This design comes from an exercise in tuning for small area, a short achievable clock period and few clock cycles per item on the open sky130 flow, not from production work. No functional check of the RTL was part of any run shown here.

==> flow/design.v (outline; a module is shown in full before it is edited, if it fits) <==
// module series_eval_engine: 199 lines
// module sev_fa: 4 lines
// module sev_fa1: 4 lines
// module sev_gp: 4 lines
// module sev_pgc: 4 lines
// module sev_bsel: 3 lines
// module sev_bseln: 3 lines
// module sev_benc: 4 lines
// module sev_mx2: 3 lines
// module sev_gc: 3 lines
// module sev_benc16: 18 lines
// module sev_sq16_t: 403 lines
// module sev_sq16_c: 261 lines
// module sev_bmul16_t: 704 lines
// module sev_bmul16_c: 261 lines
// module sev_bmacadd16_t: 757 lines
// module sev_bmacadd16_c: 286 lines
// module sev_bmacsub16_t: 808 lines
// module sev_bmacsub16_c: 286 lines
module series_eval_engine #(
    parameter int WIDTH = 16,
    parameter int TERMS = 4
) (
    input  logic             clk,
    input  logic             rst,
    input  logic             start,
    input  logic [WIDTH-1:0] x,
    input  logic             coef_wr,
    input  logic [2:0]       coef_addr,
    input  logic [WIDTH-1:0] coef_data,
    output logic             busy,
    output logic             done,
    output logic [WIDTH-1:0] result,
    output logic             ovf
);
  // ...
==> flow/run.sh <==
#!/bin/bash
# synth_recipe.tcl (not shown) runs the flow's synth.tcl, then flattens the netlist and writes it again
# the make line also repeats each setting of config.mk as NAME=value (left out here)
make -C /OpenROAD-flow-scripts/flow DESIGN_CONFIG=/design/flow/config.mk WORK_HOME=/design/flow/orfs CLKGATE_MAP_FILE= SYNTH_SCRIPT=/design/flow/synth_recipe.tcl finish
==> flow/config.mk <==
export PLATFORM = sky130hd
export DESIGN_NAME = series_eval_engine
export DESIGN_NICKNAME = series_eval_engine
export VERILOG_FILES = /design/flow/design.v
export SDC_FILE = /design/flow/constraint.sdc
export NUM_CORES = 4
export LEC_CHECK = 0
export CAP_MARGIN = 20
export CORE_MARGIN = 2
export CORE_UTILIZATION = 65
export SLEW_MARGIN = 20
export SYNTH_HIERARCHICAL = 1
==> flow/constraint.sdc <==
create_clock -name core_clock -period 11.0 [get_ports {clk}]
set_input_delay 2.2000 -clock core_clock [delete_from_list [all_inputs] [get_ports {clk}]]
set_output_delay 2.2000 -clock core_clock [all_outputs]
set_load 0.01 [all_outputs]
==> out/metrics.yaml, run 1 <==
run_status:
  status: "complete, no violations"
timing:
  tns_ns: 0
  fin_crit_ns: 3.959
  fin_worst_skew_ns: 0.03108
min_path:
  whs_path_depth: 0
layout:
  bufAreaShareNonClock_pct: 2.494
  multi_input_gates: 4433
  layout.cells.non_filler: 7517
  drive_gt1_share_pct: 25.88
  clock_buffers: 133
  multi_input_area_share_pct: 64.24
  antenna_cells: 1
  nNonClkInverters: 185
die:
  pin_count: 58
clocking:
  post_cts_buffers: 0
  h-tree-depth: 3
routing:
  firstDrtPassIters: 5
  drt_iter0_drc: 2550
  drc: 0
critical_path:
  crit_cells: 1
  rr_startpoint: "x7_q[4]$_DFF_P_"
grt:
  use_met1_pct: 37.32
  grt_max_degree: 71
synth:
  synth_top_family_by_area: "adder cells"
  yosys-mux-area-fraction_pct: 1.619
  synth_flop_cell: "dfxtp_1"
  synth_compound_area_share_pct: 20.73
place:
  dp.cells: 7313
==> inputs of run 2 (changes only) <==
==> flow/flow/run.sh (new file) <==
#!/bin/bash
# The standard layout, except that the port buffers are buf_4 cells
# (buffer_ports otherwise picks a slow delay buffer, which then sets the
# period through the output paths).
set -euo pipefail
export BUFFER_PORTS_ARGS="-buffer_cell sky130_fd_sc_hd__buf_4"
bash standard.sh > standard_flow.log 2>&1
==> flow/standard.sh (new file) <==
#!/bin/bash
# synth_recipe.tcl (not shown) runs the flow's synth.tcl, then flattens the netlist and writes it again
# the make line also repeats each setting of config.mk as NAME=value (left out here)
make -C /OpenROAD-flow-scripts/flow DESIGN_CONFIG=/design/flow/config.mk WORK_HOME=/design/flow/orfs CLKGATE_MAP_FILE= SYNTH_SCRIPT=/design/flow/synth_recipe.tcl "${@:-finish}"
removed: flow/run.sh
==> run 2 against run 1 <==
Final cell count fell by 0.23%. Critical path depth increased by 6. Area after synthesis unchanged. Largest cell class unchanged.
==> out/metrics.yaml, run 2 <==
layout:
  final_cell_mix: "a22oi_2, dfxtp_1, fa_1, xnor2_1"
  areaGrowthSynthToFinish_pct: 5.854
  num-nets-final: 7163
  layout_commonest_cell: "a22oi_2"
  reg_top3: "t1cs_q: 48 flops, t2cs_q: 48 flops, t3cs_q: 48 flops"
  antenna_cells: 0  # -1
  postLayoutCellArea_um2: 78530
  final_core_util_pct: 69.62
  layout.cells.non_filler: 7500  # -0.23%
  fillers: 8317
  register_area_um2: 19810
  multiInputGateArea_um2: 50790
  drive_gt1_share_pct: 26.50  # +0.62 points
critical_path:
  crit_path_cell_trace: "a22oi_2 > xor2_1 > ha_1 > fa_1 > fa_1 > fa_1 > fa_1"
  rr_startpoint: "x3_q[14]$_DFF_P_"
  required_ns: 11.57
  r2r_end: "t1cs_q[17]$_DFF_P_"
  cp_top_family: "adder cells"
  criticalPathCategory: "reg -> reg"
  crit_cells: 7  # +6
  cp_slowest_stage_delay_ns: 1.04
  critPathMaxFanout: 33
  critPathBufInv: 0
  cp.arrival_ns: 4.26
  crit_top_cell: "fa_1"
  end_kind: "register"
  r2r_slack_ns: 7.31
  r2r_cells: 7
  cp-start-kind: "register"
  worst_path_max_delay_cell: "dfxtp_2"
place:
  gp_congestion: 0.8390
  dpl_cell_area_um2: 74910
  dp.cells: 7305  # -0.11%
  io_buffers: 57
  hpwlAfterDp_mm: 112.3
  pre_cts_ws_ns: 7.158
min_path:
  hold_path_class: "reg -> reg"
  hold_start: "w5d_q[15]$_DFF_P_"
  min_to: "w6d_q[15]$_DFF_P_"
  whs_path_depth: 0  # unchanged
clocking:
  insertion_delay_ns: 0.71
  cts-buffers-inserted: 103
  post_cts_resized: 0
  h-tree-depth: 3  # unchanged
  clock_sinks: 958
  clk_path_buf_depth: 3
  cts_tree: "built"
  postCtsHoldBufs: 0
  clk_pin_slew_ns: 0.06
  post_cts_buffers: 0  # unchanged
  ctsRootBufferMaster: "clkbuf_16"
synth:
  yosysSeqAreaShare_pct: 26.63
  synth_area_leaders: "dfxtp_1, fa_1, a22oi_2"
  syn_avg_cell_area_um2: 12.55
  synth.top_cells.by_count: "a22oi_2, dfxtp_1, fa_1"
  syn-cell-area_um2: 74190
  ys.warnings.count: 7
  synth-seq-cells: 958
  synth_edf_count: 0
  synth_top_area_cell: "dfxtp_1"
  synth_flop_cell: "dfxtp_1"
  synth_top_area_share_pct: 22.72
  synthArstFlopShare_pct: 12.11
  yosysMostFrequentCell: "a22oi_2"
  yosysUniqueCellTypes: 45
  syn_inst: 5910
die:
  dieArea_um2: 116900
  pin_count: 58  # unchanged
  core.rowCount: 123
  die_w_um: 341.8
  core_um2: 112800
  die_height_um: 341.8
  start_util_pct: 65.77
grt:
  grt_max_degree: 77  # +8.5%
  gr-total-overflow: 0
  grt_pass1_vias: 48580
  grt_pass1_wl_mm: 271.5
  antenna_found_initial: 1
  grt_usage_pct: 29.27
timing:
  finalSetupViolCount: 0
  finalWorstSetupSlack_ns: 7.307
  fin_worst_skew_ns: 0.03286  # +0.001787 ns
  max_freq_ghz: 0.2708
  finalCritPeriodShare_pct: 33.57
  worstMarginPinSlew_ns: 1.175
  rsz0062_at_grt: "no"
  maxSlewViolCount: 0
  fin_crit_ns: 3.693  # -0.2660 ns
  hold-worst-slack_ns: 0.3174
  hold_viol_final: 0
  tns_ns: 0  # unchanged
  relSlewSlack_pct: 21.69
routing:
  wl_per_cell_um: 22.21
  drt_iter0_drc: 2540  # -0.39%
  drc: 0  # unchanged
  drt-total-wl_mm: 166.5
  firstDrtPassIters: 6  # +1
  ant_nets: 0
  vias: 44570
  viasPerCell: 5.942
job:
  max_cap_viol_count: 0
run_status:
  status: "complete, no violations"
[run 2: cell counts after synthesis]
No cell type changed its count.
[run 2: final cells by class]
type | count | share of cell area (%)
Sequential cell | 958 | 25.23
Timing Repair Buffer | 230 | 2.248
Multi-Input combinational cell | 4433 | 64.67
Clock buffer | 140 | 3.676
Tap cell | 1500 | 2.390
Clock inverter | 54 | 0.9034
Inverter | 185 | 0.8874
[run 2: how the worst max path moves through the flow]
stage                startpoint                  end
6_report       x3_q[14]$_DFF_P_   t1cs_q[17]$_DFF_P_
5_1_grt        x5_q[15]$_DFF_P_   t2cs_q[19]$_DFF_P_
4_1_cts        x3_q[12]$_DFF_P_   t1cs_q[17]$_DFF_P_
3_5_place_dp                rst  c2_q[0]$_DFFE_PP0P_
3_3_place_gp                rst  c2_q[0]$_DFFE_PP0P_
2_1_floorplan               rst  c0_q[0]$_DFFE_PP0P_
[run 2: layer usage]
metal,routed length (um),up-vias,track usage (%)
met3,7565,247,3.489
met2,83190,1132,50.81
met5,16,-,0
li1,-,20240,-
met4,4019,2,8.673
met1,71750,22940,38.44
[run 2: per-module statistics from Yosys (local to each module, per instance), excerpt]
| module | cells | flops+latches | cell area, um2 |
|---|---|---|---|
| series_eval_engine | 1076 | 958 | 21070 |
| sev_sq16_t | 185 | 0 | 1277 |
| sev_bmacsub16_t | 74 | 0 | 508.0 |
| sev_bmul16_t | 52 | 0 | 381.6 |
| sev_bmacsub16_c | 49 | 0 | 357.8 |
| sev_bmacadd16_c | 49 | 0 | 357.8 |
| sev_bmul16_c | 41 | 0 | 309.0 |
| sev_sq16_c | 41 | 0 | 309.0 |
| sev_benc16 | 9 | 0 | 63.81 |
| sev_fa1 | 5 | 0 | 27.53 |
| sev_bsel | 2 | 0 | 21.27 |
| sev_bseln | 2 | 0 | 21.27 |
| sev_fa | 1 | 0 | 20.02 |
| sev_mx2 | 1 | 0 | 15.01 |
| sev_gp | 1 | 0 | 12.51 |
[run 2: logic make-up after synthesis]
logic type,Yosys count,share of synthesized area [%]
compound gates,1388,20.73
xor+xnor,1126,13.32
fa+ha+maj,1213,28.04
buf+inv,624,5.441
flops,958,26.63
mux,99,1.619
other cells,21,0.1063
simple gates,481,4.113
[run 2: worst register-to-register path: stages, from the launching register on]
cell and delay, ns:
dfxtp_2 1.04, a22oi_2 0.18, xor2_1 0.21, ha_1 0.36, fa_1 0.46, fa_1 0.39
fa_1 0.51, fa_1 0.41
==> inputs of run 3 (changes only) <==
--- a/flow/config.mk
+++ b/flow/config.mk
@@ -5,8 +5,8 @@
 export SDC_FILE = /design/flow/constraint.sdc
 export NUM_CORES = 4
 export LEC_CHECK = 0
-export CAP_MARGIN = 20
+export CAP_MARGIN = 50
 export CORE_MARGIN = 2
 export CORE_UTILIZATION = 65
-export SLEW_MARGIN = 20
+export SLEW_MARGIN = 75
 export SYNTH_HIERARCHICAL = 1
==> run 3 against run 2 <==
Flip-flop and latch count is the same. Final cell count is 0.99% higher. Fmax grew 3.6%. Critical path type is now reg -> out. Via count increased by 0.67%. Global-route usage up 0.094 points. Still clean on timing, DRC and antenna. Hold slack got worse by 0.013 ns. Highest routed layer unchanged. Critical endpoint is now busy. Non-clock buffer count up 68.
==> out/metrics.yaml, run 3 <==
min_path:
  hold_start: "w5d_q[15]$_DFF_P_"
  hold_path_class: "reg -> reg"
grt:
  grt_pass1_vias: 48720  # +0.30%
  met3_usage_pct: 3.761  # +0.27 points
  antenna_found_initial: 2  # +1
  use_met1_pct: 38.41  # about the same
  top_usage_layer: "met2"
  grt_usage_pct: 29.37  # +0.094 points
  grt_pass1_wl_mm: 273.0  # +0.56%
  grt_max_degree: 42  # -45%
  use_met2_pct: 50.72  # -0.089 points
  gr-total-overflow: 0  # unchanged
timing:
  maxSlewViolCount: 0  # unchanged
  rsz0062_at_grt: "no"
  hold_viol_final: 0  # unchanged
  tns_ns: 0  # unchanged
  fin_crit_ns: 3.564  # -0.1290 ns
  finalSetupViolCount: 0  # unchanged
  max_freq_ghz: 0.2806  # +3.6%
  finalCritPeriodShare_pct: 32.40  # -1.2 points
  fin_worst_skew_ns: 0.03189  # -0.0009739 ns
routing:
  drc: 0  # unchanged
  drt_iter0_drc: 2640  # +3.9%
  wl_per_cell_um: 22.17  # -0.16%
  firstDrtPassIters: 5  # -1
  vias: 44870  # +0.67%
  ant_nets: 0  # unchanged
  drt-total-wl_mm: 167.9  # +0.83%
  viasPerCell: 5.924  # -0.31%
synth:
  yosys.area_share.xor_xnor_pct: 13.32  # unchanged
  syn_inst: 5910  # unchanged
  synth_compound_area_share_pct: 20.73  # unchanged
  synth_top_area_share_pct: 22.72  # unchanged
  synth.top_cells.by_count: "a22oi_2, dfxtp_1, fa_1"
  syn-cell-area_um2: 74190  # unchanged
  synth-adder-area-share_pct: 28.04  # unchanged
  yosys-mux-area-fraction_pct: 1.619  # unchanged
  synth_area_leaders: "dfxtp_1, fa_1, a22oi_2"
  yosysUniqueCellTypes: 45  # unchanged
  synth_flop_cell: "dfxtp_1"
  synth_top_family_by_area: "adder cells"
  synthSimpleGateAreaFrac_pct: 4.113  # unchanged
  synth_edf_count: 0  # unchanged
  yosysSeqAreaShare_pct: 26.63  # unchanged
  yosysMostFrequentCell: "a22oi_2"
  synth_top_area_cell: "dfxtp_1"
  ys.warnings.count: 7  # unchanged
  synth-seq-cells: 958  # unchanged
  synthArstFlopShare_pct: 12.11  # unchanged
  syn_avg_cell_area_um2: 12.55  # unchanged
clocking:
  insertion_delay_ns: 0.71  # about the same
  clock_sinks: 958  # unchanged
  ctsRootBufferMaster: "clkbuf_16"
  cts_tree: "built"
  cts-buffers-inserted: 105  # +1.9%
  post_cts_buffers: 0  # unchanged
  h-tree-depth: 3  # unchanged
  post_cts_resized: 0  # unchanged
  clk_pin_slew_ns: 0.06  # about the same
  postCtsHoldBufs: 0  # unchanged
  clk_path_buf_depth: 3  # unchanged
die:
  die_w_um: 341.8  # unchanged
  pin_count: 58  # unchanged
  start_util_pct: 65.77  # unchanged
  core.rowCount: 123  # unchanged
  die_height_um: 341.8  # unchanged
  core_um2: 112800  # unchanged
  dieArea_um2: 116900  # unchanged
critical_path:
  end_kind: "primary output"
  criticalPathCategory: "reg -> out"
  cp.arrival_ns: 1.36  # -2.90 ns
  crit_path_cell_trace: "buf_4"
  critPathBufInv: 1  # +1
  worst_path_max_delay_cell: "dfstp_2"
  critPathMaxFanout: 3  # -91%
  required_ns: 8.80  # -2.77 ns
  cp-start-kind: "register"
  critPathLaunch: "busy_q$_DFF_PP1_"
  rr_startpoint: "x3_q[15]$_DFF_P_"
  cp_slowest_stage_delay_ns: 0.55  # -0.49 ns
  cp_top_family: "flip-flops"
layout:
  reg_top3: "t1cs_q: 48 flops, t2cs_q: 48 flops, t3cs_q: 48 flops"
  final_cell_mix: "a22oi_2, dfxtp_1, fa_1, xnor2_1, ha_1"
  areaGrowthSynthToFinish_pct: 9.136
  layout_commonest_cell: "a22oi_2"
  num-nets-final: 7233  # +0.98%
  drive_gt1_share_pct: 29.46  # +3.0 points
  final_core_util_pct: 71.78  # +2.2 points
place:
  hpwlAfterDp_mm: 116.7  # +3.9%
  io_buffers: 57  # unchanged
  gp_congestion: 0.8390  # unchanged
job:
  max_cap_viol_count: 0  # unchanged
run_status:
  status: "complete, no violations"
[run 3: cell type report]
cell class | instances | area [um2]
Multi-Input combinational cell | 4433 | 51050
Fill cell | 7958 | 31840
Sequential cell | 958 | 20150
Timing Repair Buffer | 298 | 3431
Clock buffer | 141 | 3028
Tap cell | 1500 | 1877
Clock inverter | 58 | 721.9
Inverter | 185 | 706.9
Antenna cell | 1 | 2.502
[run 3: cell families (layout without fill, tap and decap cells)]
family	count (synthesis)	count (layout)
fa+ha+maj	1213	1213
simple gates	481	481
other cells	21	127
buf+inv	624	682
mux	99	99
flops	958	958
xor+xnor	1126	1126
compound gates	1388	1388
[run 3: path summary, 6_finish.rpt]
check | to | slack, ns | cells past startpoint
hold reg to reg | w6d_q[15]$_DFF_P_ | 0.30 | 0
hold / removal | w6d_q[15]$_DFF_P_ | 0.30 | 0
max in group asynchronous | c2_q[0]$_DFFE_PP0P_ | 8.78 | 5
min in group asynchronous | done_q$_DFF_PP0_ | 1.42 | 2
setup reg to reg | t1cs_q[19]$_DFF_P_ | 7.65 | 11
setup / recovery | busy | 7.44 | 1
[run 3: stage by stage]
step	hold slack (ns)	setup WS, ns	std cells	area (um2)
floorplan	0.3096	5.729	6015	74580
CTS	0.3109	7.368	7548	80340
global route	0.3221	7.373	7573	80970
global placement	0.3102	7.199	7303	74870
finish	0.3042	7.436	7574	80970
detailed placement	0.3118	7.593	7349	76590
[run 3: layer usage]
layer | wire length [um] | up-vias
met4 | 4719 | 2
met1 | 71460 | 23070
li1 | - | 20380
met5 | 12 | -
met3 | 7233 | 300
met2 | 84490 | 1118
[run 3: modules after synthesis (local to each module, per instance), a selection]
| module | area (um2) | copies in the design | cells inside | flops+latches |
|---|---|---|---|---|
| sev_sq16_t | 1277 | 1 | 185 | 0 |
| sev_bmacadd16_t | 485.5 | 1 | 68 | 0 |
| sev_bmacsub16_c | 357.8 | 2 | 49 | 0 |
| sev_bmacadd16_c | 357.8 | 1 | 49 | 0 |
| sev_sq16_c | 309.0 | 1 | 41 | 0 |
| sev_bmul16_c | 309.0 | 4 | 41 | 0 |
| sev_benc | 31.28 | 40 | 4 | 0 |
| sev_fa1 | 27.53 | 39 | 5 | 0 |
| sev_bseln | 21.27 | 296 | 2 | 0 |
| sev_bsel | 21.27 | 656 | 2 | 0 |
| sev_fa | 20.02 | 749 | 1 | 0 |
| sev_mx2 | 15.01 | 3 | 1 | 0 |

[what the ideal ports hide]
Ports are ideal in the flow. The routed layouts listed here were re-timed in OpenROAD.
Step 1, drivers: a clkbuf_16 drives clk and a buf_2 each remaining input, both assumed.
Step 2 moves the port delays by t, midway between the first and last clock arrival at a register: inputs arrive t later, outputs are due t later. That takes back most of the time a late clock gives input paths.
a / b / c = ideal / step 1 / step 2; a / b = the first two.
| run | t (ns) | setup slack, ns | worst register clock-pin slew, ns | worst data-port slew with drivers (ns) | cell pins on the clock port's net |
|---|---|---|---|---|---|
| run 1 | 0.774 | 7.041 / 6.964 / 7.034 | 0.07 / 0.07 | 0.07 | 1 |
| run 2 | 0.776 | 7.307 / 7.307 / 7.307 | 0.07 / 0.07 | 0.07 | 1 |
| run 3 | 0.771 | 7.436 / 7.359 / 7.577 | 0.07 / 0.07 | 0.08 | 1 |
After both steps setup and hold are still met in every run listed. The setup slack of run 1, which loses most, moves by -0.077 ns with the drivers and by -0.007 ns with both steps. The worst setup slack also covers recovery checks on asynchronous resets.
